What follows belongs to an exercise in optimizing a design on an open flow for small area, a short achievable clock period and few clock cycles per item; a production flow would make more cautious choices.
In this exercise RTL edits were held to simulation tests only and were not proved equivalent to the original.
No activity file was given, so power comes from the tool's default toggle rates.

==> design.v <==
package conv_pkg;
    localparam DATA_WIDTH = 8;
    localparam TAPS = 9;
    localparam IN_CHANNELS  = 3;
    localparam OUT_CHANNELS = 9;
    localparam PIXELS = TAPS * IN_CHANNELS;
    localparam PIX_W  = $clog2(PIXELS);
    localparam ACC_WIDTH = 21;
    localparam INPUT_CREDITS = 4;
    localparam OUTPUT_CREDITS = 4;
    localparam PIXEL_MAX = 2 ** DATA_WIDTH - 1;
    localparam IN_FIFO_W = DATA_WIDTH + 1;
endpackage
`timescale 1ns/1ps
module kernel_store (
    input  logic                                                       clk,
    input  logic                                                       rst_n,
    input  logic                                                       head_valid,
    input  logic                                                       head_is_weight,
    input  logic [conv_pkg::DATA_WIDTH-1:0]                            head_data,
    input  logic [conv_pkg::PIX_W-1:0]                                 phase,
    output logic                                                       kernel_pop,
    output logic [conv_pkg::OUT_CHANNELS*conv_pkg::DATA_WIDTH-1:0]     weights,
    output logic [conv_pkg::OUT_CHANNELS*conv_pkg::DATA_WIDTH-1:0]     biases
);
    localparam DW    = conv_pkg::DATA_WIDTH;
    localparam OC    = conv_pkg::OUT_CHANNELS;
    localparam IC    = conv_pkg::IN_CHANNELS;
    localparam TAPS  = conv_pkg::TAPS;
    localparam LEN   = conv_pkg::PIXELS;
    localparam PIX_W = conv_pkg::PIX_W;
    localparam ALIGN_BIAS  = OC - conv_pkg::INPUT_CREDITS;
    localparam ALIGN_PHASE = LEN - conv_pkg::INPUT_CREDITS;
    logic [$clog2(TAPS)-1:0] ld_tap;
    logic [$clog2(IC)-1:0]   ld_ic;
    logic [$clog2(OC)-1:0]   ld_oc;
    logic [PIX_W-1:0]        ld_slot;
    logic                    ld_bias;
    logic [$clog2(OC)-1:0]   ld_bidx;
    logic                    weight_pop;
    logic                    bias_pop;
    logic [$clog2(OC)-1:0]   phase9;
    logic [DW-1:0]           bias_ring [0:OC-1];
    assign weight_pop = head_valid && head_is_weight && !ld_bias && (phase == ld_slot);
    assign bias_pop   = head_valid && head_is_weight && ld_bias && (phase9 == ld_bidx) &&
                        (ld_bidx != ALIGN_BIAS || phase == ALIGN_PHASE);
    always_ff @(posedge clk or negedge rst_n) begin
        if (!rst_n) begin
            phase9 <= '0;
        end else begin
            phase9 <= (phase9 == OC - 1) ? '0 : phase9 + 1'b1;
        end
    end
    assign kernel_pop = weight_pop || bias_pop;
    always_ff @(posedge clk or negedge rst_n) begin
        if (!rst_n) begin
            ld_tap  <= '0;
            ld_ic   <= '0;
            ld_oc   <= '0;
            ld_slot <= '0;
            ld_bias <= 1'b0;
            ld_bidx <= '0;
        end else if (weight_pop) begin
            if (ld_tap != TAPS - 1) begin
                ld_tap  <= ld_tap + 1'b1;
                ld_slot <= ld_slot + IC;
            end else begin
                ld_tap <= '0;
                if (ld_ic != IC - 1) begin
                    ld_ic   <= ld_ic + 1'b1;
                    ld_slot <= ld_ic + 1'b1;
                end else begin
                    ld_ic   <= '0;
                    ld_slot <= '0;
                    if (ld_oc != OC - 1) begin
                        ld_oc <= ld_oc + 1'b1;
                    end else begin
                        ld_oc   <= '0;
                        ld_bias <= 1'b1;
                    end
                end
            end
        end else if (bias_pop) begin
            if (ld_bidx != OC - 1) begin
                ld_bidx <= ld_bidx + 1'b1;
            end else begin
                ld_bidx <= '0;
                ld_bias <= 1'b0;
            end
        end
    end
    always_ff @(posedge clk) begin
        bias_ring[0] <= bias_pop ? head_data : bias_ring[OC-1];
        for (int b = 1; b < OC; b = b + 1) begin
            bias_ring[b] <= bias_ring[b-1];
        end
    end
    genvar g, s;
    generate
        for (g = 0; g < OC; g = g + 1) begin : g_loop
            logic [DW-1:0] ring [0:LEN-1];
            always_ff @(posedge clk) begin
                ring[0] <= (weight_pop && ld_oc == g) ? head_data : ring[LEN-1];
            end
            for (s = 1; s < LEN; s = s + 1) begin : g_stage
                always_ff @(posedge clk) begin
                    ring[s] <= ring[s-1];
                end
            end
            assign weights[g*DW +: DW] = ring[g / 3];
            assign biases[g*DW +: DW] = bias_ring[(OC * 3 - 2 * (g / 3) - (g % 3)) % OC];
        end
    endgenerate
endmodule
`timescale 1ns/1ps
module window_buffer (
    input  logic                            clk,
    input  logic                            rst_n,
    input  logic                            in_valid,
    input  logic [conv_pkg::DATA_WIDTH-1:0] in_data,
    input  logic                            in_is_weight,
    input  logic                            pop,
    output logic                            head_valid,
    output logic                            head_is_weight,
    output logic [conv_pkg::DATA_WIDTH-1:0] head_data,
    output logic                            in_credit
);
    localparam DEPTH = conv_pkg::INPUT_CREDITS;
    localparam W     = conv_pkg::IN_FIFO_W;
    logic [W-1:0]     mem [0:DEPTH-1];
    logic [DEPTH-1:0] full;
    logic [DEPTH-1:0] kept;
    logic [DEPTH-1:0] wr;
    assign head_valid     = full[0];
    assign head_is_weight = mem[0][W-1];
    assign head_data      = mem[0][W-2:0];
    assign kept = pop ? (full >> 1) : full;
    assign wr   = {DEPTH{in_valid}} & ~kept & {kept[DEPTH-2:0], 1'b1};
    always_ff @(posedge clk) begin
        for (int i = 0; i < DEPTH; i = i + 1) begin
            if (wr[i]) begin
                mem[i] <= {in_is_weight, in_data};
            end else if (pop) begin
                mem[i] <= (i == DEPTH - 1) ? mem[i] : mem[i+1];
            end
        end
    end
    always_ff @(posedge clk or negedge rst_n) begin
        if (!rst_n) begin
            full      <= '0;
            in_credit <= 1'b0;
        end else begin
            full      <= kept | wr;
            in_credit <= pop;
        end
    end
endmodule
`timescale 1ns/1ps
module mac_array (
    input  logic                                                    clk,
    input  logic                                                    rst_n,
    input  logic                                                    head_valid,
    input  logic                                                    head_is_weight,
    input  logic [conv_pkg::DATA_WIDTH-1:0]                         head_data,
    input  logic [conv_pkg::PIX_W-1:0]                              phase,
    input  logic                                                    drain_free,
    input  logic [conv_pkg::OUT_CHANNELS*conv_pkg::DATA_WIDTH-1:0]  weights,
    input  logic [conv_pkg::OUT_CHANNELS*conv_pkg::DATA_WIDTH-1:0]  biases,
    output logic                                                    pixel_pop,
    output logic [conv_pkg::OUT_CHANNELS-1:0]                       acc_done,
    output logic [conv_pkg::OUT_CHANNELS*(conv_pkg::DATA_WIDTH+2)-1:0] acc
);
    localparam DW    = conv_pkg::DATA_WIDTH;
    localparam AW    = conv_pkg::ACC_WIDTH;
    localparam OC    = conv_pkg::OUT_CHANNELS;
    localparam LEN   = conv_pkg::PIXELS;
    localparam PIX_W = conv_pkg::PIX_W;
    localparam GROUP  = 3;
    localparam GROUPS = OC / GROUP;
    logic [PIX_W-1:0] next_pixel;
    logic             last_pixel;
    logic [DW-1:0]    pixel_q [0:GROUPS-1];
    logic [GROUPS-1:0] valid_q;
    logic [GROUPS:0]   open_q;
    logic [GROUPS:0]   last_q;
    logic [PIX_W-1:0]  next_pixel_d;
    assign last_pixel = (next_pixel == LEN - 1);
    assign pixel_pop  = head_valid && !head_is_weight && (phase == next_pixel) &&
                        (!last_pixel || drain_free);
    assign next_pixel_d = !pixel_pop ? next_pixel : last_pixel ? '0 : next_pixel + 1'b1;
    always_ff @(posedge clk or negedge rst_n) begin
        if (!rst_n) begin
            next_pixel <= '0;
            last_q     <= '0;
        end else begin
            next_pixel <= next_pixel_d;
            last_q     <= {last_q[GROUPS-1:0], pixel_pop && last_pixel};
        end
    end
    always_ff @(posedge clk) begin
        valid_q    <= {valid_q[GROUPS-2:0], pixel_pop};
        open_q     <= {open_q[GROUPS-1:0], next_pixel_d != '0};
        pixel_q[0] <= pixel_pop ? head_data : '0;
        for (int l = 1; l < GROUPS; l = l + 1) begin
            pixel_q[l] <= pixel_q[l-1];
        end
    end
    for (genvar l = 0; l < OC; l = l + 1) begin : g_done
        assign acc_done[l] = last_q[l / GROUP + 1];
    end
    localparam logic [AW-1:0] WINDOW_K = AW'(-LEN * ((1 << 15) - (1 << 7)));
    localparam PW = 2 * DW;
    localparam SPLIT = 12;
    localparam RW = DW + 2;
    genvar g;
    generate
        for (g = 0; g < OC; g = g + 1) begin : g_lane
            logic [DW-1:0] w;
            logic [DW-1:0] p;
            logic [DW-1:0] b;
            logic [PW-1:0] r [0:DW-1];
            logic [PW-1:0] prod_s;
            logic [PW-1:0] prod_c;
            logic [AW-1:0] base;
            assign w = weights[g*DW +: DW];
            assign p = pixel_q[g / GROUP];
            assign b = biases[g*DW +: DW];
            for (genvar i = 0; i < DW; i = i + 1) begin : g_row
                assign r[i] = PW'({valid_q[g / GROUP] & ~(p[i] & w[DW-1]), {(DW-1){p[i]}} & w[DW-2:0]}) << i;
            end
            logic [PW-1:0] a0, b0, a1, b1, c0, d0, c1, d1, e0, f0, s4, c4;
            assign a0 = r[0] ^ r[1] ^ r[2];
            assign b0 = ((r[0] & r[1]) | (r[0] & r[2]) | (r[1] & r[2])) << 1;
            assign a1 = r[3] ^ r[4] ^ r[5];
            assign b1 = ((r[3] & r[4]) | (r[3] & r[5]) | (r[4] & r[5])) << 1;
            assign c0 = a0 ^ b0 ^ a1;
            assign d0 = ((a0 & b0) | (a0 & a1) | (b0 & a1)) << 1;
            assign c1 = b1 ^ r[6] ^ r[7];
            assign d1 = ((b1 & r[6]) | (b1 & r[7]) | (r[6] & r[7])) << 1;
            assign e0 = c0 ^ d0 ^ c1;
            assign f0 = ((c0 & d0) | (c0 & c1) | (d0 & c1)) << 1;
            assign s4 = e0 ^ f0 ^ d1;
            assign c4 = ((e0 & f0) | (e0 & d1) | (f0 & d1)) << 1;
            always_ff @(posedge clk) begin
                prod_s <= s4;
                prod_c <= c4;
            end
            logic [AW-1:0]       sum_q;
            logic                cy_q;
            logic [AW-1:0]       ts, tc;
            logic [SPLIT:0]      lo;
            logic [AW-SPLIT-1:0] hi;
            assign ts = sum_q ^ AW'(prod_s) ^ AW'(prod_c);
            assign tc = ((sum_q & AW'(prod_s)) | (sum_q & AW'(prod_c)) | (AW'(prod_s) & AW'(prod_c))) << 1;
            assign lo = {1'b0, ts[SPLIT-1:0]} + {1'b0, tc[SPLIT-1:0]};
            assign hi = ts[AW-1:SPLIT] + tc[AW-1:SPLIT] + cy_q;
            always_ff @(posedge clk) begin
                if (open_q[g / GROUP + 1]) begin
                    sum_q <= {hi, lo[SPLIT-1:0]};
                    cy_q  <= lo[SPLIT];
                end else begin
                    sum_q <= AW'({{(AW-DW){b[DW-1]}}, b}) + WINDOW_K;
                    cy_q  <= 1'b0;
                end
            end
            logic hi_ones;
            logic hi_sign;
            logic hi_rest;
            assign hi_ones = &hi[AW-SPLIT-2:0];
            assign hi_sign = hi[AW-SPLIT-1] ^ (lo[SPLIT] & hi_ones);
            assign hi_rest = lo[SPLIT] ? !hi_ones : |hi[AW-SPLIT-2:0];
            assign acc[g*RW +: RW] = {hi_sign, hi_rest | (|lo[SPLIT-1:DW]), lo[DW-1:0]};
        end
    endgenerate
endmodule
`timescale 1ns/1ps
module result_drain (
    input  logic                                                  clk,
    input  logic                                                  rst_n,
    input  logic [conv_pkg::OUT_CHANNELS-1:0]                     acc_done,
    input  logic [conv_pkg::OUT_CHANNELS*(conv_pkg::DATA_WIDTH+2)-1:0] acc,
    input  logic                                                  out_credit,
    output logic                                                  drain_free,
    output logic                                                  out_valid,
    output logic [conv_pkg::DATA_WIDTH-1:0]                       out_data
);
    localparam DW   = conv_pkg::DATA_WIDTH;
    localparam AW   = conv_pkg::ACC_WIDTH;
    localparam OC   = conv_pkg::OUT_CHANNELS;
    localparam CH_W = $clog2(OC);
    localparam CR_W = $clog2(conv_pkg::OUTPUT_CREDITS + 1);
    logic [DW+1:0]   result [0:OC-1];
    logic [DW+1:0]   head;
    logic            holding;
    logic [OC-1:0]   send_ch;
    logic [CR_W-1:0] credits;
    logic            send;
    assign send       = holding && (credits != '0);
    assign drain_free = !holding;
    genvar g;
    generate
        for (g = 0; g < OC; g = g + 1) begin : g_clamp
            always_ff @(posedge clk) begin
                if (acc_done[g]) begin
                    result[g] <= acc[g*(DW+2) +: DW+2];
                end
            end
        end
    endgenerate
    always_comb begin
        head = '0;
        for (int c = 0; c < OC; c = c + 1) begin
            head = head | ({(DW+2){send_ch[c]}} & result[c]);
        end
    end
    always_ff @(posedge clk) begin
        out_data <= head[DW+1] ? {DW{1'b0}} : head[DW] ? {DW{1'b1}} : head[DW-1:0];
    end
    always_ff @(posedge clk or negedge rst_n) begin
        if (!rst_n) begin
            holding   <= 1'b0;
            send_ch   <= '0;
            credits   <= conv_pkg::OUTPUT_CREDITS;
            out_valid <= 1'b0;
        end else begin
            credits   <= credits + out_credit - send;
            out_valid <= send;
            if (acc_done[0]) begin
                holding <= 1'b1;
                send_ch <= OC'(1);
            end else if (send) begin
                holding <= !send_ch[OC-1];
                send_ch <= send_ch << 1;
            end
        end
    end
endmodule
`timescale 1ns/1ps
module conv_engine_top (
    input  logic                            clk,
    input  logic                            rst_n,
    input  logic                            in_valid,
    input  logic [conv_pkg::DATA_WIDTH-1:0] in_data,
    input  logic                            in_is_weight,
    input  logic                            out_credit,
    output logic                            in_credit,
    output logic                            out_valid,
    output logic [conv_pkg::DATA_WIDTH-1:0] out_data
);
    localparam DW    = conv_pkg::DATA_WIDTH;
    localparam AW    = conv_pkg::ACC_WIDTH;
    localparam OC    = conv_pkg::OUT_CHANNELS;
    localparam LEN   = conv_pkg::PIXELS;
    localparam PIX_W = conv_pkg::PIX_W;
    logic                 head_valid;
    logic                 head_is_weight;
    logic [DW-1:0]        head_data;
    logic                 kernel_pop;
    logic                 pixel_pop;
    logic [PIX_W-1:0]     phase;
    logic [OC*DW-1:0]     weights;
    logic [OC*DW-1:0]     biases;
    logic                 drain_free;
    logic [OC-1:0]        acc_done;
    logic [OC*(DW+2)-1:0] acc;
    always_ff @(posedge clk or negedge rst_n) begin
        if (!rst_n) begin
            phase <= '0;
        end else begin
            phase <= (phase == LEN - 1) ? '0 : phase + 1'b1;
        end
    end
    window_buffer u_fifo (
        .clk           (clk),
        .rst_n         (rst_n),
        .in_valid      (in_valid),
        .in_data       (in_data),
        .in_is_weight  (in_is_weight),
        .pop           (kernel_pop || pixel_pop),
        .head_valid    (head_valid),
        .head_is_weight(head_is_weight),
        .head_data     (head_data),
        .in_credit     (in_credit)
    );
    kernel_store u_kernel_store (
        .clk           (clk),
        .rst_n         (rst_n),
        .head_valid    (head_valid),
        .head_is_weight(head_is_weight),
        .head_data     (head_data),
        .phase         (phase),
        .kernel_pop    (kernel_pop),
        .weights       (weights),
        .biases        (biases)
    );
    mac_array u_mac_array (
        .clk           (clk),
        .rst_n         (rst_n),
        .head_valid    (head_valid),
        .head_is_weight(head_is_weight),
        .head_data     (head_data),
        .phase         (phase),
        .drain_free    (drain_free),
        .weights       (weights),
        .biases        (biases),
        .pixel_pop     (pixel_pop),
        .acc_done      (acc_done),
        .acc           (acc)
    );
    result_drain u_result_drain (
        .clk        (clk),
        .rst_n      (rst_n),
        .acc_done   (acc_done),
        .acc        (acc),
        .out_credit (out_credit),
        .drain_free (drain_free),
        .out_valid  (out_valid),
        .out_data   (out_data)
    );
endmodule
==> flow/run.sh <==
#!/bin/bash
# Standard layout, with the port buffers made of plain buf_4 cells instead
# of the flow's default pick, a slow delay buffer.
set -euo pipefail
export BUFFER_PORTS_ARGS="-buffer_cell sky130_fd_sc_hd__buf_4"
bash standard.sh > standard_flow.log 2>&1
==> standard.sh <==
#!/bin/bash
# synth_recipe.tcl (not shown) runs the flow's synth.tcl, then flattens the netlist and writes it again
# the make line also repeats each setting of config.mk as NAME=value (left out here)
make -C /OpenROAD-flow-scripts/flow DESIGN_CONFIG=/design/flow/config.mk WORK_HOME=/design/flow/orfs CLKGATE_MAP_FILE= SYNTH_SCRIPT=/design/flow/synth_recipe.tcl "${@:-finish}"
==> config.mk <==
export PLATFORM = sky130hd
export DESIGN_NAME = conv_engine_top
export DESIGN_NICKNAME = conv_engine_top
export VERILOG_FILES = /design/flow/design.v
export SDC_FILE = /design/flow/constraint.sdc
export NUM_CORES = 4
export LEC_CHECK = 0
export CAP_MARGIN = 20
export CORE_MARGIN = 2
export CORE_UTILIZATION = 60
export CTS_CLUSTER_DIAMETER = 70
export CTS_CLUSTER_SIZE = 30
export SETUP_SLACK_MARGIN = 0.5
export SLEW_MARGIN = 20
==> constraint.sdc <==
create_clock -name core_clock -period 13.0 [get_ports {clk}]
set_input_delay 2.6000 -clock core_clock [delete_from_list [all_inputs] [get_ports {clk}]]
set_output_delay 2.6000 -clock core_clock [all_outputs]
set_load 0.01 [all_outputs]
==> flow_metrics.py, run 1 <==
metrics = {
    "logic_synthesis": {
        "synthArstFlopShare": 0.0213,
        "synth_edf_count": 126,
        "synthCells": 5882,
        "syn_avg_cell_area_um2": 14.0,
        "netlist_top_cells_area": "dfxtp_1 (61%), fa_1 (11%), ha_1 (5.2%), edfxtp_1 (4.6%), nand2_1 (2.3%)",
        "ys.flop_type": "dfxtp_1",
        "synth_nets": 6695,
        "yosysSeqAreaShare": 0.669,
        "synth_cell_types": 82,
        "yosysWarnings": 27,
        "synth_top_area_cell": "dfxtp_1",
        "synth-seq-cells": 2670,
        "syn-cell-area_um2": 82200,
        "yosysTopAreaCellShare": 0.605,
    },
    "clock_tree": {
        "post_cts_resize_count": 0,
        "cts-hold-fix-buffers": 0,
        "tritoncts": "yes",
        "cts_setup_buffers": 0,
        "htreeDepth": 4,
        "cts_buffers": 132,
        "clock_latency_ns": 0.78,
        "ctsRootBufferMaster": "clkbuf_16",
        "cts.sinks": 2670,
        "clock_path_buffers": 3,
        "clk_pin_slew_worst_paths_ns": 0.10,
    },
    "worst_setup_path": {
        "cp-start-kind": "register",
        "cp_max_fo": 1,
        "cp.required_ns": 10.40,
        "crit_family": "flip-flops",
        "cp.buffers_inverters": 1,
        "cp_cell_sequence": "buf_4",
        "arrival_ns": 1.26,
        "path_class": "reg -> out",
        "endpoint_kind": "primary output",
        "slowest_stage": "dfrtp_1",
        "cpPeakStageDelay_ns": 0.37,
    },
    "placement": {
        "place_area_um2": 84400,
        "io_buffers": 22,
        "hpwl_mm": 92.6,
        "routabilityCongestion": 0.854,
    },
    "timing": {
        "rsz0062_at_grt": "false",
        "finalSetupViolCount": 0,
        "max_freq_mhz": 259,
        "post-route-min-period_ns": 3.86,
        "setup_tns_ns": 0,
        "skew_ns": 0.0378,
        "hold_viol_final": 0,
        "worst_pin_slew_ns": 1.12,
        "final_max_slew_viol_count": 0,
        "relSlewSlack": 0.250,
        "period_share": 0.297,
    },
    "power": {
        "ir_drop_uv": 168,
        "p_leak_nw": 37.7,
        "p_per_area_nw_per_um2": 172,
    },
    "routing": {
        "drc": 0,
        "drtAntennaViolNets": 0,
        "drt_iter0_drc": 2449,
        "vias_per_cell": 5.08,
        "num_vias": 39645,
        "drt_pre_antenna_iters": 10,
        "wl_per_cell_um": 17.7,
        "routed_wl_mm": 138,
    },
    "floorplanning": {
        "die_y_um": 374,
        "start_util": 0.606,
        "die-area_um2": 140000,
        "row_count": 135,
        "die_w_um": 374,
        "ios": 23,
        "coreArea_um2": 136000,
    },
    "global_routing": {
        "grt_pass1_vias": 40046,
        "grtUsageTotal": 0.202,
        "grt_max_degree": 58,
        "grt_pass1_wl_mm": 220,
        "gr-total-overflow": 0,
        "grt_antenna_before_repair": 21,
    },
    "layout": {
        "fin_area_um2": 88800,
        "final_common_cell": "dfxtp_1",
        "fin_nets": 6761,
        "drive_gt1_frac": 0.0758,
        "syn2layout_area_growth_pct": 8.03,
        "fillCellCount": 10121,
        "multi_input_area_um2": 25400,
        "final_cell_mix": "dfxtp_1 (2,483), nand2_1 (511), fa_1 (458)",
        "register_area_um2": 55000,
    },
    "outcome": {
        "outcome": "no timing/DRC/antenna violations",
    },
    "flow_run": {
        "drv_cap": 0,
    },
    "min_path": {
        "hp-class": "reg -> reg",
    },
}
==> power breakdown <==
group / internal [mW] / switching, mW / leakage [nW]
logic: 0.748 / 1.01 / 13.7
clock network: 2.08 / 2.68 / 2.13
registers: 8.55 / 0.175 / 21.9
total: 11.4 / 3.86 / 37.7
==> flip-flops by register name (all words and copies together), names as in the netlist, 24 cells and up <==
signal	flops
u_fifo.mem	36
u_kernel_store.bias_ring	72
u_kernel_store.g_loop.ring	1944
u_mac_array.g_lane.prod_c	99
u_mac_array.g_lane.prod_s	135
u_mac_array.g_lane.sum_q	189
u_mac_array.pixel_q	24
u_result_drain.result	90
==> synth_stat cells, types with 7 or more instances <==
cell          n
nor3b_1      13
a31oi_1      15
mux2_2      161
nand4_1      20
a22oi_1      19
dfxtp_1    2487
or4_1         8
a211oi_1     21
nand2_1     511
inv_1       361
dfrtp_1      56
a211o_1       7
a22o_1        7
mux2i_1       7
o21ai_0      94
a21oi_1     107
xnor2_1      80
o211ai_1     14
nand2b_1     27
a21boi_0     59
or2_2         9
and2_1      226
o21a_1       24
nor4_1        9
clkbuf_1    123
fa_1        458
a221oi_1     10
xor2_1       75
nor2b_1      21
o21bai_1     10
nand3b_1      9
nor3_1       21
nand3_1      42
ha_1        342
edfxtp_1    126
or3_1         9
nand4b_1      7
o2111ai_1    11
nor2_1      140
a21o_1       33
a222oi_1     10
==> stage by stage <==
stage | hold WS (ns) | power, mW | std cells | utilization | worst slack, ns
3_3_place_gp | 0.309 | 10.6 | 7594 | 0.622 | 8.86
6_report | 0.316 | 15.2 | 7802 | 0.654 | 9.14
4_1_cts | 0.316 | 15.4 | 7797 | 0.654 | 9.08
5_1_grt | 0.319 | 16.0 | 7798 | 0.654 | 9.07
2_1_floorplan | 0.310 | 10.2 | 5882 | - | 8.84
3_5_place_dp | 0.312 | 10.7 | 7594 | 0.622 | 8.74
==> kinds of logic after synthesis <==
| family | Yosys count | synth area share |
|---|---|---|
| adders and majority gates | 800 | 0.164 |
| DFF | 2670 | 0.669 |
| xor gates and xnor gates | 155 | 0.0165 |
| and+or+nand+nor | 1102 | 0.0646 |
| muxes | 172 | 0.0234 |
| buffers and inverters | 495 | 0.0227 |
| AOI/OAI and AO/OA | 488 | 0.0404 |
==> layout make-up <==
class	count	area share
antenna	4	0.000113
clock buffer	145	0.0393
clock inverter	58	0.0100
inverter	364	0.0154
multi-input combinational	2717	0.286
sequential	2670	0.619
tap	1781	0.0251
timing repair buffer	63	0.00537
==> per-layer routing <==
metal,global-route usage,part of all wire,up-vias
li1,-,-,19088
met1,0.304,0.50,19547
met2,0.303,0.43,787
met3,0.0337,0.050,223
met4,0.0590,0.025,0
met5,0,0,-
==> final timing paths <==
check                                                              from                                      endpoint  slack [ns]  cells past startpoint
max in group asynchronous                                         rst_n               u_mac_array.last_q[3]$_DFF_PN0_       10.53                      1
max                                  u_result_drain.out_valid$_DFF_PN0_                                     out_valid        9.14                      1
max reg2reg                  u_mac_array.g_lane[8].sum_q[12]$_SDFF_PN0_         u_result_drain.result[8][8]$_DFFE_PP_        9.41                     11
min                        u_kernel_store.g_loop[0].ring[20][2]$_DFF_P_  u_kernel_store.g_loop[0].ring[21][2]$_DFF_P_        0.32                      0
min reg2reg                u_kernel_store.g_loop[0].ring[20][2]$_DFF_P_  u_kernel_store.g_loop[0].ring[21][2]$_DFF_P_        0.32                      0
min in group asynchronous                                         rst_n           u_kernel_store.ld_ic[1]$_DFFE_PN0P_        1.88                      1
Testbench counts, summed over its fixed seeds: cycles 8,752, windows 320.
==> run 2, diff against run 1 <==
--- a/config.mk
+++ b/config.mk
@@ -9,6 +9,6 @@
 export CORE_MARGIN = 2
 export CORE_UTILIZATION = 60
 export CTS_CLUSTER_DIAMETER = 70
-export CTS_CLUSTER_SIZE = 30
+export CTS_CLUSTER_SIZE = 24
 export SETUP_SLACK_MARGIN = 0.5
 export SLEW_MARGIN = 20
==> flow_metrics.py, run 2 <==
metrics = {
    "logic_synthesis": {
        "syn-cell-area_um2": 82200,
        "synth_commonest_cells": "dfxtp_1 (2,487), nand2_1 (511), fa_1 (458)",
        "synthCells": 5882,
        "ys.flop_type": "dfxtp_1",
        "synthArstFlopShare": 0.0213,
        "yosysWarnings": 27,
        "yosysTopAreaCellShare": 0.605,
        "syn_avg_cell_area_um2": 14.0,
        "synth_cell_types": 82,
        "synth_nets": 6695,
        "synth-seq-cells": 2670,
        "yosysSeqAreaShare": 0.669,
        "post-synth-top-count-cell": "dfxtp_1",
        "synth_edf_count": 126,
        "synth_top_area_cell": "dfxtp_1",
        "netlist_top_cells_area": "dfxtp_1 (61%), fa_1 (11%), ha_1 (5.2%), edfxtp_1 (4.6%), nand2_1 (2.3%)",
    },
    "timing": {
        "max_freq_mhz": 259,
        "post-route-min-period_ns": 3.86,
        "worst_pin_slew_ns": 1.15,
        "finalSetupViolCount": 0,
        "fin_hold_ws_ns": 0.303,
        "hold_viol_final": 0,
        "period_share": 0.297,
        "skew_ns": 0.0363,
        "setup_slack_ns": 9.14,
        "final_max_slew_viol_count": 0,
        "setup_tns_ns": 0,
        "rsz0062_at_grt": "false",
        "relSlewSlack": 0.235,
    },
    "power": {
        "p_int_mw": 11.6,
        "p_leak_nw": 37.8,
        "p_seq_frac": 0.565,
        "clock_power_share": 0.321,
        "fin_total_pwr_mw": 15.4,
        "p_sw_frac": 0.250,
        "ir_drop_uv": 141,
        "pwr-share-comb": 0.114,
        "switching_power_mw": 3.86,
        "p_per_area_nw_per_um2": 173,
    },
    "worst_setup_path": {
        "endpoint_kind": "primary output",
        "cp_cell_sequence": "buf_4",
        "cp.depth": 1,
        "arrival_ns": 1.26,
        "cp-start-kind": "register",
        "cp.required_ns": 10.40,
        "cp_max_fo": 1,
        "path_class": "reg -> out",
        "cp.buffers_inverters": 1,
        "crit_family": "flip-flops",
        "reg2regPathDepth": 11,
        "cpPeakStageDelay_ns": 0.36,
        "slowest_stage": "dfrtp_1",
    },
    "flow_run": {
        "drv_cap": 0,
    },
    "clock_tree": {
        "cts-hold-fix-buffers": 0,
        "cts.sinks": 2670,
        "cts_buffers": 148,
        "clock_path_buffers": 3,
        "clock_latency_ns": 0.80,
        "tritoncts": "yes",
        "post_cts_resize_count": 0,
        "ctsRootBufferMaster": "clkbuf_16",
        "clk_pin_slew_worst_paths_ns": 0.09,
        "cts_setup_buffers": 0,
        "htreeDepth": 4,
    },
    "placement": {
        "pre_cts_slack_ns": 8.74,
        "io_buffers": 22,
        "routabilityCongestion": 0.854,
        "hpwl_mm": 92.6,
    },
    "floorplanning": {
        "coreArea_um2": 136000,
        "die-area_um2": 140000,
        "die_y_um": 374,
        "row_count": 135,
        "start_util": 0.606,
        "die_w_um": 374,
        "ios": 23,
    },
    "routing": {
        "wl_per_cell_um": 17.8,
        "vias_per_cell": 5.09,
        "drt_iter0_drc": 2559,
        "drtAntennaViolNets": 0,
        "drt_pre_antenna_iters": 6,
        "routed_wl_mm": 139,
        "drc": 0,
        "num_vias": 39839,
    },
    "global_routing": {
        "grt_pass1_wl_mm": 221,
        "gr-total-overflow": 0,
        "grt_max_degree": 58,
        "grtUsageTotal": 0.203,
        "grt_antenna_before_repair": 24,
        "grt_pass1_vias": 40381,
    },
    "layout": {
        "fillCellCount": 10090,
        "top_register": "u_kernel_store.g_loop.ring",
        "largest_reg_flops": 1944,
        "syn2layout_area_growth_pct": 8.45,
        "final_common_cell": "dfxtp_1",
        "drive_gt1_frac": 0.0778,
        "top_regs": "u_kernel_store.g_loop.ring: 1944 flops, u_mac_array.g_lane.sum_q: 189 flops, u_mac_array.g_lane.prod_s: 135 flops",
        "final_cell_mix": "dfxtp_1 (2,483), nand2_1 (511), fa_1 (458)",
        "fin_nets": 6777,
    },
    "outcome": {
        "outcome": "no timing/DRC/antenna violations",
    },
    "min_path": {
        "whs_path_depth": 0,
        "hp-class": "reg -> reg",
    },
}
-- run 2: routing by layer --
metal	vias up	global-route usage	wire (um)	part of all wire
li1	19131	-	-	-
met1	19578	0.303	68000	0.49
met2	902	0.305	59300	0.43
met3	228	0.0352	8170	0.059
met4	0	0.0625	3690	0.027
met5	-	0	0	0
-- run 2: cell type report --
class / count / area (um2) / area share
clock buffers: 160 / 3850 / 0.0432
multi-input cells: 2717 / 25400 / 0.284
well taps: 1781 / 2230 / 0.0250
diodes: 12 / 30.0 / 0.000337
repair buffers: 63 / 477 / 0.00535
clock inverters: 56 / 848 / 0.00951
flip-flops and latches: 2670 / 55000 / 0.617
inverters: 364 / 1370 / 0.0154
-- run 2: power groups by stage --
| stage | Clock, mW | Combinational, mW | Sequential (mW) |
|---|---|---|---|
| final | 4.95 | 1.76 | 8.72 |
| after global routing | 5.39 | 2.02 | 8.76 |
| after CTS | 5.11 | 1.77 | 8.73 |
| after detailed placement | 0 | 1.75 | 8.91 |
| after global placement | 0 | 1.71 | 8.91 |
| after floorplan | 0 | 1.35 | 8.86 |
-- run 2: final timing paths --
check	from	slack (ns)	to
max	u_result_drain.out_valid$_DFF_PN0_	9.14	out_valid
min	u_mac_array.open_q[0]$_DFF_P_	0.30	u_mac_array.open_q[1]$_DFF_P_
max reg2reg	u_mac_array.g_lane[8].sum_q[12]$_SDFF_PN0_	9.41	u_result_drain.result[8][8]$_DFFE_PP_
min reg2reg	u_mac_array.open_q[0]$_DFF_P_	0.30	u_mac_array.open_q[1]$_DFF_P_
max in group asynchronous	rst_n	10.52	u_mac_array.last_q[3]$_DFF_PN0_
min in group asynchronous	rst_n	1.87	u_kernel_store.ld_slot[2]$_DFFE_PN0P_
-- run 2: cells by family after synthesis --
group                    synth area share
flip-flops                          0.669
AND/OR/NAND/NOR                    0.0646
adder cells (fa/ha/maj)             0.164
buffers and inverters              0.0227
AO/OA/AOI/OAI                      0.0404
multiplexers                       0.0234
XOR/XNOR                           0.0165
-- run 2: per-stage QoR --
stage               cell area, um2  std cells   util
CTS                          89100       7810  0.656
finish                       89200       7823  0.657
detailed placement           84400       7594  0.622
floorplan                    82200       5882      -
global route                 89200       7811  0.656
global placement             84400       7594  0.622
==> run 3, diff against run 2 <==
--- a/config.mk
+++ b/config.mk
@@ -8,7 +8,7 @@
 export CAP_MARGIN = 20
 export CORE_MARGIN = 2
 export CORE_UTILIZATION = 60
-export CTS_CLUSTER_DIAMETER = 70
-export CTS_CLUSTER_SIZE = 24
+export CTS_CLUSTER_DIAMETER = 60
+export CTS_CLUSTER_SIZE = 40
 export SETUP_SLACK_MARGIN = 0.5
 export SLEW_MARGIN = 20
==> flow_metrics.py, run 3 <==
metrics = {
    "outcome": {
        "outcome": "no timing/DRC/antenna violations",
    },
    "worst_setup_path": {
        "cp-start-kind": "register",
        "r2r_slack_ns": 9.39,
        "reg2regPathDepth": 11,
        "cp_cell_sequence": "buf_4",
        "startpoint": "u_result_drain.out_valid$_DFF_PN0_",
        "arrival_ns": 1.25,
        "cpPeakStageDelay_ns": 0.36,
        "r2r-end": "u_result_drain.result[8][8]$_DFFE_PP_",
        "timing.rr.start": "u_mac_array.g_lane[8].sum_q[12]$_SDFF_PN0_",
        "slowest_stage": "dfrtp_1",
        "path_class": "reg -> out",
        "cp.required_ns": 10.40,
        "endpoint_kind": "primary output",
        "cp.buffers_inverters": 1,
        "crit_family": "flip-flops",
        "cp_max_fo": 1,
    },
    "power": {
        "p_per_area_nw_per_um2": 177,
        "ir_drop_uv": 184,
        "p_leak_nw": 38.2,
    },
    "layout": {
        "final_common_cell": "dfxtp_1",
        "top_register": "u_kernel_store.g_loop.ring",
        "syn2layout_area_growth_pct": 9.55,
        "fin_nets": 6770,
        "finish.utilization": 0.663,
        "largest_reg_flops": 1944,
        "top_regs": "u_kernel_store.g_loop.ring: 1944 flops, u_mac_array.g_lane.sum_q: 189 flops, u_mac_array.g_lane.prod_s: 135 flops",
        "fin_area_um2": 90100,
        "drive_gt1_frac": 0.0848,
        "final_cell_mix": "dfxtp_1 (2,483), nand2_1 (511), fa_1 (458)",
    },
    "placement": {
        "hpwl_mm": 92.6,
        "place_area_um2": 84400,
        "routabilityCongestion": 0.854,
        "io_buffers": 22,
    },
    "floorplanning": {
        "row_count": 135,
        "die_y_um": 374,
        "start_util": 0.606,
        "die-area_um2": 140000,
        "ios": 23,
        "coreArea_um2": 136000,
        "die_w_um": 374,
    },
    "logic_synthesis": {
        "syn_avg_cell_area_um2": 14.0,
        "ys.flop_type": "dfxtp_1",
        "synth_commonest_cells": "dfxtp_1 (2,487), nand2_1 (511), fa_1 (458)",
        "synth-seq-cells": 2670,
        "synth_edf_count": 126,
        "synth_cell_types": 82,
        "synthCells": 5882,
        "syn-cell-area_um2": 82200,
        "synthArstFlopShare": 0.0213,
        "yosysWarnings": 27,
        "post-synth-top-count-cell": "dfxtp_1",
        "netlist_top_cells_area": "dfxtp_1 (61%), fa_1 (11%), ha_1 (5.2%), edfxtp_1 (4.6%), nand2_1 (2.3%)",
        "yosysSeqAreaShare": 0.669,
        "synth_nets": 6695,
        "yosysTopAreaCellShare": 0.605,
        "synth_top_area_cell": "dfxtp_1",
    },
    "routing": {
        "drt_pre_antenna_iters": 8,
        "num_vias": 39633,
        "vias_per_cell": 5.04,
        "routed_wl_mm": 139,
        "drtAntennaViolNets": 0,
        "drt_iter0_drc": 2435,
        "drc": 0,
        "wl_per_cell_um": 17.7,
    },
    "global_routing": {
        "gr-total-overflow": 0,
        "grt_max_degree": 58,
        "grt_antenna_before_repair": 26,
        "grtUsageTotal": 0.202,
        "grt_pass1_vias": 40033,
        "use_met2": 0.302,
        "grt_util_met1": 0.301,
        "grt_use_met3": 0.0369,
        "top_usage_layer": "met2",
        "grt_pass1_wl_mm": 220,
    },
    "min_path": {
        "worstHoldStart": "u_kernel_store.g_loop[6].ring[0][0]$_DFF_P_",
        "whs_path_depth": 0,
        "hp-class": "reg -> reg",
        "holdPathEnd": "u_kernel_store.g_loop[6].ring[1][0]$_DFF_P_",
    },
    "timing": {
        "finalSetupViolCount": 0,
        "worst_pin_slew_ns": 1.13,
        "period_share": 0.296,
        "skew_ns": 0.0509,
        "relSlewSlack": 0.245,
        "final_max_slew_viol_count": 0,
        "setup_tns_ns": 0,
        "post-route-min-period_ns": 3.85,
        "hold_viol_final": 0,
        "max_freq_mhz": 260,
        "rsz0062_at_grt": "false",
    },
    "flow_run": {
        "drv_cap": 0,
    },
    "clock_tree": {
        "clock_latency_ns": 0.79,
        "cts_buffers": 141,
        "clock_path_buffers": 3,
        "cts_setup_buffers": 0,
        "cts.sinks": 2670,
        "post_cts_resize_count": 0,
        "clk_pin_slew_worst_paths_ns": 0.11,
        "htreeDepth": 4,
        "ctsRootBufferMaster": "clkbuf_16",
        "cts-hold-fix-buffers": 0,
        "tritoncts": "yes",
    },
}
run 3: cell counts after synthesis:
No cell type changed its count.
run 3: cells by family after synthesis:
family	share of synthesized area
flops	0.669
mux	0.0234
compound gates	0.0404
xor+xnor	0.0165
buf+inv	0.0227
fa+ha+maj	0.164
simple gates	0.0646
run 3: report_power, final:
group	switching, mW	leakage [nW]	internal, mW	total, mW
Sequential	0.175	21.9	8.55	8.73
Clock	2.96	2.66	2.49	5.45
Combinational	1.01	13.7	0.748	1.76
Total	4.15	38.2	11.8	15.9
run 3: worst max path at each step:
stage,to,slack (ns),depth (start not counted)
after detailed placement,u_fifo.mem[2][3]$_DFFE_PP_,8.74,3
after global placement,u_fifo.mem[2][3]$_DFFE_PP_,8.86,3
after global routing,in_credit,9.08,1
after CTS,out_valid,9.08,1
after floorplan,u_fifo.mem[2][0]$_DFFE_PP_,8.84,3
final,out_valid,9.15,1
run 3: cell type report:
type | instances | area, um2
well taps | 1781 | 2230
clock buffers | 159 | 3870
repair buffers | 63 | 477
diodes | 10 | 25.0
flip-flops and latches | 2670 | 55000
clock inverters | 102 | 1740
inverters | 364 | 1370
multi-input cells | 2717 | 25400
fillers | 9976 | 45700
run 3: stage by stage:
step           cells  total power, mW  setup WS [ns]  hold WS [ns]
2_1_floorplan   5882             10.2           8.84         0.310
3_3_place_gp    7594             10.6           8.86         0.309
3_5_place_dp    7594             10.7           8.74         0.312
4_1_cts         7855             16.1           9.08         0.303
5_1_grt         7856             16.7           9.08         0.303
6_report        7866             15.9           9.15         0.299
run 3: worst reg2reg max path: cells and delay by family, from the launching register on:
| family | cells | cell delay [ns] |
|---|---|---|
| adders and majority gates | 3 | 1.17 |
| AOI/OAI and AO/OA | 3 | 0.89 |
| and+or+nand+nor | 3 | 0.62 |
| DFF | 1 | 0.33 |
| xor gates and xnor gates | 1 | 0.25 |
| buffers and inverters | 1 | 0.10 |
run 3: routing by layer:
| layer | up-vias | routed length (um) | part of all wire |
|---|---|---|---|
| met5 | - | 0 | 0 |
| met1 | 19426 | 68700 | 0.50 |
| met2 | 835 | 58900 | 0.42 |
| met4 | 0 | 3440 | 0.025 |
| li1 | 19171 | - | - |
| met3 | 201 | 7800 | 0.056 |
==> run 4, diff against run 3 <==
--- a/config.mk
+++ b/config.mk
@@ -8,7 +8,7 @@
 export CAP_MARGIN = 20
 export CORE_MARGIN = 2
 export CORE_UTILIZATION = 60
-export CTS_CLUSTER_DIAMETER = 60
-export CTS_CLUSTER_SIZE = 40
+export CTS_CLUSTER_DIAMETER = 140
+export CTS_CLUSTER_SIZE = 30
 export SETUP_SLACK_MARGIN = 0.5
 export SLEW_MARGIN = 20
==> flow_metrics.py, run 4 <==
metrics = {
    "logic_synthesis": {
        "yosysWarnings": 27,
        "yosysSeqAreaShare": 0.669,
        "syn-cell-area_um2": 82200,
        "yosysTopAreaCellShare": 0.605,
        "synthArstFlopShare": 0.0213,
        "synth_nets": 6695,
        "synth_cell_types": 82,
        "synth_commonest_cells": "dfxtp_1 (2,487), nand2_1 (511), fa_1 (458)",
        "synth_top_area_cell": "dfxtp_1",
        "synthCells": 5882,
        "syn_avg_cell_area_um2": 14.0,
        "ys.flop_type": "dfxtp_1",
        "post-synth-top-count-cell": "dfxtp_1",
        "synth-seq-cells": 2670,
        "synth_edf_count": 126,
        "netlist_top_cells_area": "dfxtp_1 (61%), fa_1 (11%), ha_1 (5.2%), edfxtp_1 (4.6%), nand2_1 (2.3%)",
    },
    "timing": {
        "period_share": 0.296,
        "hold_viol_final": 0,
        "final_max_slew_viol_count": 0,
        "relSlewSlack": 0.243,
        "setup_slack_ns": 9.15,
        "setup_tns_ns": 0,
        "skew_ns": 0.0463,
        "post-route-min-period_ns": 3.85,
        "rsz0062_at_grt": "false",
        "max_freq_mhz": 260,
        "worst_pin_slew_ns": 1.13,
        "finalSetupViolCount": 0,
    },
    "routing": {
        "drc": 0,
        "wl_per_cell_um": 17.7,
        "num_vias": 39275,
        "drtAntennaViolNets": 0,
        "routed_wl_mm": 137,
        "drt_iter0_drc": 2413,
        "vias_per_cell": 5.08,
        "drt_pre_antenna_iters": 7,
    },
    "floorplanning": {
        "ios": 23,
        "start_util": 0.606,
        "die_w_um": 374,
        "coreArea_um2": 136000,
        "die-area_um2": 140000,
        "die_y_um": 374,
        "row_count": 135,
    },
    "global_routing": {
        "grt_pass1_vias": 39662,
        "grt_antenna_before_repair": 21,
        "grt_pass1_wl_mm": 218,
        "gr-total-overflow": 0,
        "grtUsageTotal": 0.199,
        "grt_max_degree": 58,
    },
    "worst_setup_path": {
        "endpoint_kind": "primary output",
        "path_class": "reg -> out",
        "r2r-end": "u_result_drain.result[8][8]$_DFFE_PP_",
        "slowest_stage": "dfrtp_1",
        "worstSetupEndpoint": "out_valid",
        "timing.rr.start": "u_mac_array.g_lane[8].sum_q[12]$_SDFF_PN0_",
        "startpoint": "u_result_drain.out_valid$_DFF_PN0_",
        "arrival_ns": 1.25,
        "cp_cell_sequence": "buf_4",
        "cp.required_ns": 10.40,
        "cp.depth": 1,
        "cp.buffers_inverters": 1,
        "reg2regPathDepth": 11,
        "cp-start-kind": "register",
        "r2r_slack_ns": 9.42,
        "cpPeakStageDelay_ns": 0.38,
        "cp_max_fo": 1,
        "crit_family": "flip-flops",
    },
    "layout": {
        "largest_reg_flops": 1944,
        "top_regs": "u_kernel_store.g_loop.ring: 1944 flops, u_mac_array.g_lane.sum_q: 189 flops, u_mac_array.g_lane.prod_s: 135 flops",
        "final_cell_mix": "dfxtp_1 (2,483), nand2_1 (511), fa_1 (458)",
        "final_common_cell": "dfxtp_1",
        "syn2layout_area_growth_pct": 6.02,
        "fin_area_um2": 87200,
        "fin_nets": 6727,
        "drive_gt1_frac": 0.0611,
        "top_register": "u_kernel_store.g_loop.ring",
    },
    "clock_tree": {
        "tritoncts": "yes",
        "cts_buffers": 98,
        "ctsRootBufferMaster": "clkbuf_16",
        "cts-hold-fix-buffers": 0,
        "clock_latency_ns": 0.76,
        "clk_pin_slew_worst_paths_ns": 0.11,
        "cts_setup_buffers": 0,
        "post_cts_resize_count": 0,
        "cts.sinks": 2670,
        "htreeDepth": 3,
        "clock_path_buffers": 3,
    },
    "placement": {
        "place_area_um2": 84400,
        "io_buffers": 22,
        "routabilityCongestion": 0.854,
        "hpwl_mm": 92.6,
        "pre_cts_slack_ns": 8.74,
    },
    "power": {
        "ir_drop_uv": 137,
        "fin_total_pwr_mw": 14.2,
        "p_per_area_nw_per_um2": 163,
        "p_leak_nw": 36.8,
    },
    "min_path": {
        "hp-class": "reg -> reg",
        "worstHoldStart": "u_kernel_store.g_loop[0].ring[2][7]$_DFF_P_",
        "whs_path_depth": 0,
    },
    "flow_run": {
        "drv_cap": 0,
    },
    "outcome": {
        "outcome": "no timing/DRC/antenna violations",
    },
}
## run 4: changes by cell type in the layout (fill, tap and decap cells not counted), sizes merged
cell and change:
diode +2, inv -46, clkinvlp -4, clkinv -42, clkbuf -39, bufinv -4
## run 4: worst min-delay path by stage
stage | endpoint | slack (ns)
after floorplan | u_kernel_store.bias_ring[2][0]$_DFF_P_ | 0.31
after global placement | u_kernel_store.g_loop[2].ring[21][7]$_DFF_P_ | 0.31
after detailed placement | u_kernel_store.g_loop[0].ring[5][5]$_DFF_P_ | 0.31
after CTS | u_kernel_store.g_loop[2].ring[23][1]$_DFF_P_ | 0.31
after global routing | u_kernel_store.g_loop[8].ring[7][5]$_DFF_P_ | 0.32
final | u_kernel_store.g_loop[0].ring[3][7]$_DFF_P_ | 0.31
## run 4: layout make-up
type	instances	area, um2
Antenna cell	12	30.0
Multi-Input combinational cell	2717	25400
Inverter	364	1370
Clock inverter	6	153
Timing Repair Buffer	63	477
Sequential cell	2670	55000
Clock buffer	120	2560
Fill cell	10282	48600
Tap cell	1781	2230
## run 4: logic make-up (layout without fill, tap and decap cells)
group / Yosys count / count (layout) / share of synthesized area
XOR/XNOR: 155 / 155 / 0.0165
multiplexers: 172 / 172 / 0.0234
buffers and inverters: 495 / 553 / 0.0227
AND/OR/NAND/NOR: 1102 / 1102 / 0.0646
adder cells (fa/ha/maj): 800 / 800 / 0.164
AO/OA/AOI/OAI: 488 / 488 / 0.0404
other: 0 / 12 / 0
flip-flops: 2670 / 2670 / 0.669
## run 4: stage by stage
step	hold slack, ns	util	instances
final	0.315	0.642	7733
after floorplan	0.310	-	5882
after CTS	0.310	0.642	7720
after detailed placement	0.312	0.622	7594
after global placement	0.309	0.622	7594
after global routing	0.316	0.642	7721
## run 4: report_power, final
part           internal [mW]  switching [mW]  total (mW)
combinational          0.747            1.01        1.75
clock                   1.42            2.28        3.70
sequential              8.55           0.174        8.72
total                   10.7            3.46        14.2
## run 4: metal layers
metal,share of wire,global-route usage
met1,0.50,0.302
met4,0.026,0.0514
met5,0,0
met2,0.42,0.301
met3,0.053,0.0298
==> run 5, diff against run 4 <==
--- a/config.mk
+++ b/config.mk
@@ -8,7 +8,7 @@
 export CAP_MARGIN = 20
 export CORE_MARGIN = 2
 export CORE_UTILIZATION = 60
-export CTS_CLUSTER_DIAMETER = 140
-export CTS_CLUSTER_SIZE = 30
+export CTS_CLUSTER_DIAMETER = 120
+export CTS_CLUSTER_SIZE = 26
 export SETUP_SLACK_MARGIN = 0.5
 export SLEW_MARGIN = 20
==> flow_metrics.py, run 5 <==
metrics = {
    "power": {
        "p_int_mw": 10.9,
        "fin_total_pwr_mw": 14.4,
        "p_leak_nw": 37.0,
        "switching_power_mw": 3.51,
        "clock_power_share": 0.273,
        "pwr-share-comb": 0.122,
        "p_per_area_nw_per_um2": 165,
        "ir_drop_uv": 157,
        "p_seq_frac": 0.605,
        "p_sw_frac": 0.244,
    },
    "worst_setup_path": {
        "r2r-end": "u_result_drain.result[8][8]$_DFFE_PP_",
        "cpPeakStageDelay_ns": 0.38,
        "timing.rr.start": "u_mac_array.g_lane[8].sum_q[12]$_SDFF_PN0_",
        "startpoint": "u_result_drain.out_valid$_DFF_PN0_",
        "cp-start-kind": "register",
        "cp.depth": 1,
        "cp.required_ns": 10.40,
        "cp_max_fo": 1,
        "reg2regPathDepth": 11,
        "crit_family": "flip-flops",
        "cp.buffers_inverters": 1,
        "cp_cell_sequence": "buf_4",
        "slowest_stage": "dfrtp_1",
        "path_class": "reg -> out",
        "arrival_ns": 1.27,
        "r2r_slack_ns": 9.41,
        "worstSetupEndpoint": "out_valid",
        "endpoint_kind": "primary output",
    },
    "placement": {
        "routabilityCongestion": 0.854,
        "io_buffers": 22,
        "dp.cells": 7594,
        "hpwl_mm": 92.6,
        "pre_cts_slack_ns": 8.74,
    },
    "floorplanning": {
        "die_w_um": 374,
        "die_y_um": 374,
        "coreArea_um2": 136000,
        "row_count": 135,
        "start_util": 0.606,
        "die-area_um2": 140000,
        "ios": 23,
    },
    "layout": {
        "final_cell_mix": "dfxtp_1 (2,483), nand2_1 (511), fa_1 (458)",
        "largest_reg_flops": 1944,
        "finish.utilization": 0.645,
        "fin_nets": 6741,
        "fin_cells": 7748,
        "top_register": "u_kernel_store.g_loop.ring",
        "fillCellCount": 10269,
        "syn2layout_area_growth_pct": 6.46,
        "top_regs": "u_kernel_store.g_loop.ring: 1944 flops, u_mac_array.g_lane.sum_q: 189 flops, u_mac_array.g_lane.prod_s: 135 flops",
        "drive_gt1_frac": 0.0634,
        "final_common_cell": "dfxtp_1",
    },
    "logic_synthesis": {
        "synth_cell_types": 82,
        "post-synth-top-count-cell": "dfxtp_1",
        "yosysWarnings": 27,
        "syn-cell-area_um2": 82200,
        "netlist_top_cells_area": "dfxtp_1 (61%), fa_1 (11%), ha_1 (5.2%), edfxtp_1 (4.6%), nand2_1 (2.3%)",
        "synthCells": 5882,
        "yosysSeqAreaShare": 0.669,
        "ys.flop_type": "dfxtp_1",
        "yosysTopAreaCellShare": 0.605,
        "synth_edf_count": 126,
        "synth_nets": 6695,
        "synth-seq-cells": 2670,
        "synth_commonest_cells": "dfxtp_1 (2,487), nand2_1 (511), fa_1 (458)",
        "syn_avg_cell_area_um2": 14.0,
        "synthArstFlopShare": 0.0213,
        "synth_top_area_cell": "dfxtp_1",
    },
    "clock_tree": {
        "tritoncts": "yes",
        "cts-hold-fix-buffers": 0,
        "cts_setup_buffers": 0,
        "post_cts_resize_count": 0,
        "cts.sinks": 2670,
        "ctsRootBufferMaster": "clkbuf_16",
        "clock_path_buffers": 3,
        "cts_buffers": 112,
        "clock_latency_ns": 0.76,
        "clk_pin_slew_worst_paths_ns": 0.10,
        "htreeDepth": 3,
    },
    "outcome": {
        "outcome": "no timing/DRC/antenna violations",
    },
    "global_routing": {
        "grt_pass1_wl_mm": 220,
        "gr-total-overflow": 0,
        "grt_antenna_before_repair": 21,
        "grt_pass1_vias": 39924,
        "grt_max_degree": 58,
        "grtUsageTotal": 0.201,
    },
    "timing": {
        "post-route-min-period_ns": 3.87,
        "setup_slack_ns": 9.13,
        "max_freq_mhz": 258,
        "skew_ns": 0.0486,
        "worst_pin_slew_ns": 1.13,
        "hold_viol_final": 0,
        "period_share": 0.298,
        "rsz0062_at_grt": "false",
        "finalSetupViolCount": 0,
        "final_max_slew_viol_count": 0,
        "relSlewSlack": 0.246,
        "setup_tns_ns": 0,
    },
    "routing": {
        "vias_per_cell": 5.08,
        "drt_pre_antenna_iters": 8,
        "num_vias": 39363,
        "wl_per_cell_um": 17.8,
        "routed_wl_mm": 138,
        "drc": 0,
        "drtAntennaViolNets": 0,
        "drt_iter0_drc": 2497,
    },
    "min_path": {
        "hp-class": "reg -> reg",
        "whs_path_depth": 0,
    },
    "flow_run": {
        "drv_cap": 0,
    },
}
run 5: cell type report:
| type | count | area (um2) | share of cell area |
|---|---|---|---|
| Clock buffer | 138 | 2920 | 0.0334 |
| Clock inverter | 7 | 155 | 0.00177 |
| Tap cell | 1781 | 2230 | 0.0255 |
| Timing Repair Buffer | 63 | 477 | 0.00545 |
| Inverter | 364 | 1370 | 0.0157 |
| Sequential cell | 2670 | 55000 | 0.628 |
| Multi-Input combinational cell | 2717 | 25400 | 0.290 |
| Antenna cell | 8 | 20.0 | 0.000229 |
run 5: metrics by stage:
step	instance area [um2]	hold slack, ns
4_1_cts	87500	0.283
3_5_place_dp	84400	0.312
6_report	87500	0.287
3_3_place_gp	84400	0.309
2_1_floorplan	82200	0.310
5_1_grt	87500	0.287
run 5: cell families after synthesis:
logic type               Yosys count  synth area share
adder cells (fa/ha/maj)          800             0.164
buffers and inverters            495            0.0227
AO/OA/AOI/OAI                    488            0.0404
flip-flops                      2670             0.669
multiplexers                     172            0.0234
XOR/XNOR                         155            0.0165
AND/OR/NAND/NOR                 1102            0.0646
run 5: how the worst min path moves through the flow:
stage,startpoint,to
after floorplan,u_kernel_store.bias_ring[1][0]$_DFF_P_,u_kernel_store.bias_ring[2][0]$_DFF_P_
after global placement,u_kernel_store.g_loop[2].ring[20][7]$_DFF_P_,u_kernel_store.g_loop[2].ring[21][7]$_DFF_P_
after detailed placement,u_kernel_store.g_loop[0].ring[4][5]$_DFF_P_,u_kernel_store.g_loop[0].ring[5][5]$_DFF_P_
after CTS,u_kernel_store.g_loop[8].ring[10][3]$_DFF_P_,u_kernel_store.g_loop[8].ring[11][3]$_DFF_P_
after global routing,u_kernel_store.g_loop[8].ring[6][5]$_DFF_P_,u_kernel_store.g_loop[8].ring[7][5]$_DFF_P_
final,u_kernel_store.g_loop[8].ring[6][5]$_DFF_P_,u_kernel_store.g_loop[8].ring[7][5]$_DFF_P_
run 5: routing by layer:
layer	routed length (um)	part of all wire	up-vias	global-route usage
met2	59000	0.43	723	0.304
li1	-	-	18991	-
met3	6330	0.046	195	0.0288
met4	3260	0.024	0	0.0522
met5	0	0	-	0
met1	69500	0.50	19454	0.304
run 5: power by group through the flow:
stage | combinational (mW) | clock (mW) | sequential (mW)
2_1_floorplan | 1.35 | 0 | 8.86
3_3_place_gp | 1.71 | 0 | 8.91
3_5_place_dp | 1.75 | 0 | 8.91
4_1_cts | 1.77 | 4.08 | 8.73
5_1_grt | 2.02 | 4.35 | 8.76
6_report | 1.75 | 3.94 | 8.72
==> run 6, diff against run 5 <==
--- a/config.mk
+++ b/config.mk
@@ -8,7 +8,8 @@
 export CAP_MARGIN = 20
 export CORE_MARGIN = 2
 export CORE_UTILIZATION = 60
-export CTS_CLUSTER_DIAMETER = 120
-export CTS_CLUSTER_SIZE = 26
+export CTS_CLUSTER_DIAMETER = 100
+export CTS_CLUSTER_SIZE = 30
+export GPL_TIMING_DRIVEN = 0
 export SETUP_SLACK_MARGIN = 0.5
 export SLEW_MARGIN = 20
==> flow_metrics.py, run 6 <==
metrics = {
    "timing": {
        "period_share": 0.302,
        "max_freq_mhz": 255,
        "setup_tns_ns": 0,
        "hold_viol_final": 0,
        "finalSetupViolCount": 0,
        "skew_ns": 0.0426,
        "fin_hold_ws_ns": 0.315,
        "rsz0062_at_grt": "false",
        "final_max_slew_viol_count": 0,
        "post-route-min-period_ns": 3.92,
        "setup_slack_ns": 9.08,
        "relSlewSlack": 0.282,
        "worst_pin_slew_ns": 1.08,
    },
    "global_routing": {
        "grt_max_degree": 58,
        "grtUsageTotal": 0.214,
        "grt_pass1_wl_mm": 229,
        "gr-total-overflow": 0,
        "grt_antenna_before_repair": 27,
        "grt_pass1_vias": 39562,
    },
    "floorplanning": {
        "row_count": 135,
        "start_util": 0.606,
        "die_w_um": 374,
        "die-area_um2": 140000,
        "coreArea_um2": 136000,
        "die_y_um": 374,
        "ios": 23,
    },
    "worst_setup_path": {
        "r2r_slack_ns": 9.08,
        "cp.required_ns": 13.47,
        "r2r-end": "u_result_drain.result[5][8]$_DFFE_PP_",
        "reg2regPathDepth": 11,
        "arrival_ns": 4.40,
        "cp-start-kind": "register",
        "cp_max_fo": 3,
        "path_class": "reg -> reg",
        "timing.rr.start": "u_mac_array.g_lane[5].sum_q[12]$_SDFF_PN0_",
        "endpoint_kind": "register",
    },
    "logic_synthesis": {
        "synth-seq-cells": 2670,
        "synth_top_area_cell": "dfxtp_1",
        "syn-cell-area_um2": 82200,
        "netlist_top_cells_area": "dfxtp_1 (61%), fa_1 (11%), ha_1 (5.2%), edfxtp_1 (4.6%), nand2_1 (2.3%)",
        "yosysSeqAreaShare": 0.669,
        "synth_commonest_cells": "dfxtp_1 (2,487), nand2_1 (511), fa_1 (458)",
        "synth_nets": 6695,
        "ys.flop_type": "dfxtp_1",
        "syn_avg_cell_area_um2": 14.0,
        "yosysWarnings": 27,
        "yosysTopAreaCellShare": 0.605,
        "synthCells": 5882,
        "synth_edf_count": 126,
        "synthArstFlopShare": 0.0213,
        "synth_cell_types": 82,
        "post-synth-top-count-cell": "dfxtp_1",
    },
    "clock_tree": {
        "tritoncts": "yes",
        "htreeDepth": 3,
        "cts_buffers": 101,
        "cts-hold-fix-buffers": 0,
        "ctsRootBufferMaster": "clkbuf_16",
        "clock_path_buffers": 3,
        "clk_pin_slew_worst_paths_ns": 0.11,
        "cts.sinks": 2670,
        "cts_setup_buffers": 0,
        "post_cts_resize_count": 0,
        "clock_latency_ns": 0.77,
    },
    "power": {
        "switching_power_mw": 3.59,
        "ir_drop_uv": 150,
        "p_int_mw": 10.8,
        "p_leak_nw": 37.0,
        "pwr-share-comb": 0.125,
        "fin_total_pwr_mw": 14.4,
        "clock_power_share": 0.266,
        "p_seq_frac": 0.609,
        "p_per_area_nw_per_um2": 164,
        "p_sw_frac": 0.250,
    },
    "flow_run": {
        "drv_cap": 0,
    },
    "min_path": {
        "worstHoldStart": "u_kernel_store.bias_ring[1][7]$_DFF_P_",
        "holdPathEnd": "u_kernel_store.bias_ring[2][7]$_DFF_P_",
        "whs_path_depth": 0,
        "hp-class": "reg -> reg",
    },
    "layout": {
        "fin_nets": 6826,
        "final_cell_mix": "dfxtp_1 (2,487), nand2_1 (511), fa_1 (458)",
        "final_common_cell": "dfxtp_1",
        "syn2layout_area_growth_pct": 6.62,
        "top_regs": "u_kernel_store.g_loop.ring: 1944 flops, u_mac_array.g_lane.sum_q: 189 flops, u_mac_array.g_lane.prod_s: 135 flops",
        "drive_gt1_frac": 0.0582,
        "top_register": "u_kernel_store.g_loop.ring",
        "finish.utilization": 0.646,
        "largest_reg_flops": 1944,
    },
    "routing": {
        "num_vias": 39928,
        "wl_per_cell_um": 18.8,
        "drtAntennaViolNets": 0,
        "vias_per_cell": 5.10,
        "drc": 0,
        "drt_iter0_drc": 2634,
        "routed_wl_mm": 147,
        "drt_pre_antenna_iters": 8,
    },
    "placement": {
        "hpwl_mm": 105,
        "pre_cts_slack_ns": 8.69,
        "io_buffers": 21,
        "routabilityCongestion": 0.875,
    },
    "outcome": {
        "outcome": "no timing/DRC/antenna violations",
    },
}
==> run 6: cell counts after synthesis <==
No cell type changed its count.
==> run 6: power groups by stage <==
stage	Combinational, mW	Sequential, mW	Clock, mW
after global routing	2.05	8.78	4.21
after global placement	1.74	8.92	0
after CTS	1.81	8.74	3.94
after detailed placement	1.78	8.93	0
after floorplan	1.35	8.86	0
final	1.80	8.74	3.81
==> run 6: critical path: stages (launching register included) <==
cell and delay (ns):
dfxtp_1 0.33, fa_1 0.56, fa_1 0.20, inv_1 0.07
fa_1 0.45, nand2b_1 0.17, a21oi_1 0.29, xor2_1 0.17
or4b_2 0.62, nand3b_1 0.19, o31ai_1 0.31, nand4b_1 0.25
==> run 6: cell type report <==
cell class                      count  area [um2]
Clock inverter                     18         280
Antenna cell                        7        17.5
Inverter                          364        1370
Buffer                            131         507
Tap cell                         1781        2230
Multi-Input combinational cell   2717       25400
Clock buffer                      115        2580
Fill cell                       10220       48100
Timing Repair Buffer               28         319
Sequential cell                  2670       55000
==> run 6: kinds of logic after synthesis <==
kind of cell / share of synthesized area
xor+xnor: 0.0165
mux: 0.0234
compound gates: 0.0404
simple gates: 0.0646
fa+ha+maj: 0.164
buf+inv: 0.0227
flops: 0.669
==> run 6: how the worst max path moves through the flow <==
stage / startpoint / end
CTS: u_fifo.in_credit$_DFF_PN0_ / in_credit
detailed placement: in_valid / u_fifo.mem[2][4]$_DFFE_PP_
finish: u_mac_array.g_lane[5].sum_q[12]$_SDFF_PN0_ / u_result_drain.result[5][8]$_DFFE_PP_
global route: u_mac_array.g_lane[5].sum_q[12]$_SDFF_PN0_ / u_result_drain.result[5][8]$_DFFE_PP_
floorplan: in_valid / u_fifo.mem[2][0]$_DFFE_PP_
global placement: in_valid / u_fifo.mem[2][3]$_DFFE_PP_
==> run 6: per-layer routing <==
layer  global-route usage  part of all wire
met5                    0                 0
met4               0.0522             0.024
met3               0.0382             0.056
met2                0.315              0.42
met1                0.327              0.50
==> run 6: per-stage QoR <==
| stage | instance area, um2 | std cells |
|---|---|---|
| global route | 87700 | 7824 |
| detailed placement | 84800 | 7691 |
| CTS | 87700 | 7824 |
| global placement | 84600 | 7684 |
| floorplan | 82200 | 5882 |
| finish | 87700 | 7831 |
==> run 7, diff against run 6 <==
--- a/config.mk
+++ b/config.mk
@@ -10,6 +10,5 @@
 export CORE_UTILIZATION = 60
 export CTS_CLUSTER_DIAMETER = 100
 export CTS_CLUSTER_SIZE = 30
-export GPL_TIMING_DRIVEN = 0
 export SETUP_SLACK_MARGIN = 0.5
 export SLEW_MARGIN = 20
==> flow_metrics.py, run 7 <==
metrics = {
    "power": {
        "p_seq_frac": 0.612,
        "clock_power_share": 0.265,
        "p_leak_nw": 36.9,
        "p_int_mw": 10.8,
        "p_per_area_nw_per_um2": 163,
        "switching_power_mw": 3.51,
    },
    "logic_synthesis": {
        "synth-seq-cells": 2670,
        "synth_edf_count": 126,
        "synth_nets": 6695,
        "synthArstFlopShare": 0.0213,
        "synth_top_area_cell": "dfxtp_1",
        "synth_commonest_cells": "dfxtp_1 (2,487), nand2_1 (511), fa_1 (458)",
        "yosysSeqAreaShare": 0.669,
        "ys.flop_type": "dfxtp_1",
        "post-synth-top-count-cell": "dfxtp_1",
        "yosysWarnings": 27,
    },
    "worst_setup_path": {
        "cpPeakStageDelay_ns": 0.38,
        "endpoint_kind": "primary output",
        "crit_family": "flip-flops",
        "cp-start-kind": "register",
        "cp.buffers_inverters": 1,
        "cp.required_ns": 10.40,
        "slowest_stage": "dfrtp_1",
        "path_class": "reg -> out",
        "cp_max_fo": 1,
    },
    "clock_tree": {
        "ctsRootBufferMaster": "clkbuf_16",
        "htreeDepth": 3,
        "tritoncts": "yes",
        "clk_pin_slew_worst_paths_ns": 0.12,
        "cts_buffers": 100,
        "cts_setup_buffers": 0,
        "clock_latency_ns": 0.76,
    },
    "floorplanning": {
        "die-area_um2": 140000,
        "die_w_um": 374,
        "coreArea_um2": 136000,
        "die_y_um": 374,
        "row_count": 135,
        "ios": 23,
    },
    "routing": {
        "top_layer_used": "met4",
        "drt_pre_antenna_iters": 7,
        "wl_met1_mm": 69.6,
        "routed_wl_mm": 138,
        "drc": 0,
        "route.met3.wl_mm": 6.22,
        "vias_per_cell": 5.06,
        "drtAntennaViolNets": 0,
    },
    "outcome": {
        "outcome": "no timing/DRC/antenna violations",
    },
    "layout": {
        "final_cell_mix": "dfxtp_1 (2,483), nand2_1 (511), fa_1 (458)",
        "register_area_um2": 55000,
        "largest_reg_flops": 1944,
        "top_regs": "u_kernel_store.g_loop.ring: 1944 flops, u_mac_array.g_lane.sum_q: 189 flops, u_mac_array.g_lane.prod_s: 135 flops",
        "fin_nets": 6729,
        "fillCellCount": 10300,
        "multi_input_area_um2": 25400,
        "syn2layout_area_growth_pct": 6.16,
    },
    "timing": {
        "worst_pin_slew_ns": 1.12,
        "setup_tns_ns": 0,
        "skew_ns": 0.0354,
        "rsz0062_at_grt": "false",
        "post-route-min-period_ns": 3.86,
        "final_max_slew_viol_count": 0,
        "period_share": 0.297,
        "relSlewSlack": 0.251,
        "setup_slack_ns": 9.14,
    },
    "global_routing": {
        "grt_pass1_vias": 39568,
        "grt_antenna_before_repair": 20,
        "gr-total-overflow": 0,
        "grt_pass1_wl_mm": 218,
    },
    "placement": {
        "hpwl_mm": 92.6,
        "pre_cts_slack_ns": 8.74,
    },
    "flow_run": {
        "drv_cap": 0,
    },
}
run 7: routing by layer:
metal	track usage	vias up
li1	-	18962
met1	0.304	19280
met2	0.300	716
met3	0.0287	197
met4	0.0539	0
met5	0	-
run 7: power groups by stage:
stage / logic, mW / clock network (mW) / registers, mW
after floorplan: 1.35 / 0 / 8.86
after global placement: 1.71 / 0 / 8.91
after detailed placement: 1.75 / 0 / 8.91
after CTS: 1.77 / 3.93 / 8.73
after global routing: 2.02 / 4.19 / 8.77
final: 1.75 / 3.79 / 8.72
run 7: final timing paths:
path	startpoint	endpoint	depth (start not counted)
setup / recovery	u_result_drain.out_valid$_DFF_PN0_	out_valid	1
hold / removal	u_kernel_store.g_loop[8].ring[1][3]$_DFF_P_	u_kernel_store.g_loop[8].ring[2][3]$_DFF_P_	0
setup reg to reg	u_mac_array.g_lane[8].sum_q[12]$_SDFF_PN0_	u_result_drain.result[8][8]$_DFFE_PP_	11
hold reg to reg	u_kernel_store.g_loop[8].ring[1][3]$_DFF_P_	u_kernel_store.g_loop[8].ring[2][3]$_DFF_P_	0
max in group asynchronous	rst_n	u_mac_array.last_q[3]$_DFF_PN0_	1
min in group asynchronous	rst_n	u_kernel_store.ld_tap[3]$_DFFE_PN0P_	1
run 7: metrics by stage:
step            util  power (mW)  cells  instance area (um2)
4_1_cts        0.643        14.4   7727                87300
3_3_place_gp   0.622        10.6   7594                84400
6_report       0.643        14.3   7734                87300
5_1_grt        0.643        15.0   7728                87300
2_1_floorplan      -        10.2   5882                82200
3_5_place_dp   0.622        10.7   7594                84400
run 7: layout make-up:
| cell class | count | share of cell area |
|---|---|---|
| inverters | 364 | 0.0157 |
| clock buffers | 122 | 0.0300 |
| repair buffers | 63 | 0.00546 |
| well taps | 1781 | 0.0255 |
| flip-flops and latches | 2670 | 0.630 |
| diodes | 6 | 0.000172 |
| multi-input cells | 2717 | 0.291 |
| clock inverters | 11 | 0.00251 |
run 7: kinds of logic (layout without fill, tap and decap cells):
group                      after synthesis  after routing  share of synthesized area
AOI/OAI and AO/OA                      488            488                     0.0404
xor gates and xnor gates               155            155                     0.0165
adders and majority gates              800            800                      0.164
buffers and inverters                  495            560                     0.0227
DFF                                   2670           2670                      0.669
muxes                                  172            172                     0.0234
other                                    0              6                          0
and+or+nand+nor                       1102           1102                     0.0646

Setup slack of run 7, layout unchanged: 9.145 ns with ideal ports, 9.068 ns with driving cells assumed (clock clkbuf_16, inputs buf_2), 9.019 ns with port delays also shifted by the 0.820 ns mid clock arrival.
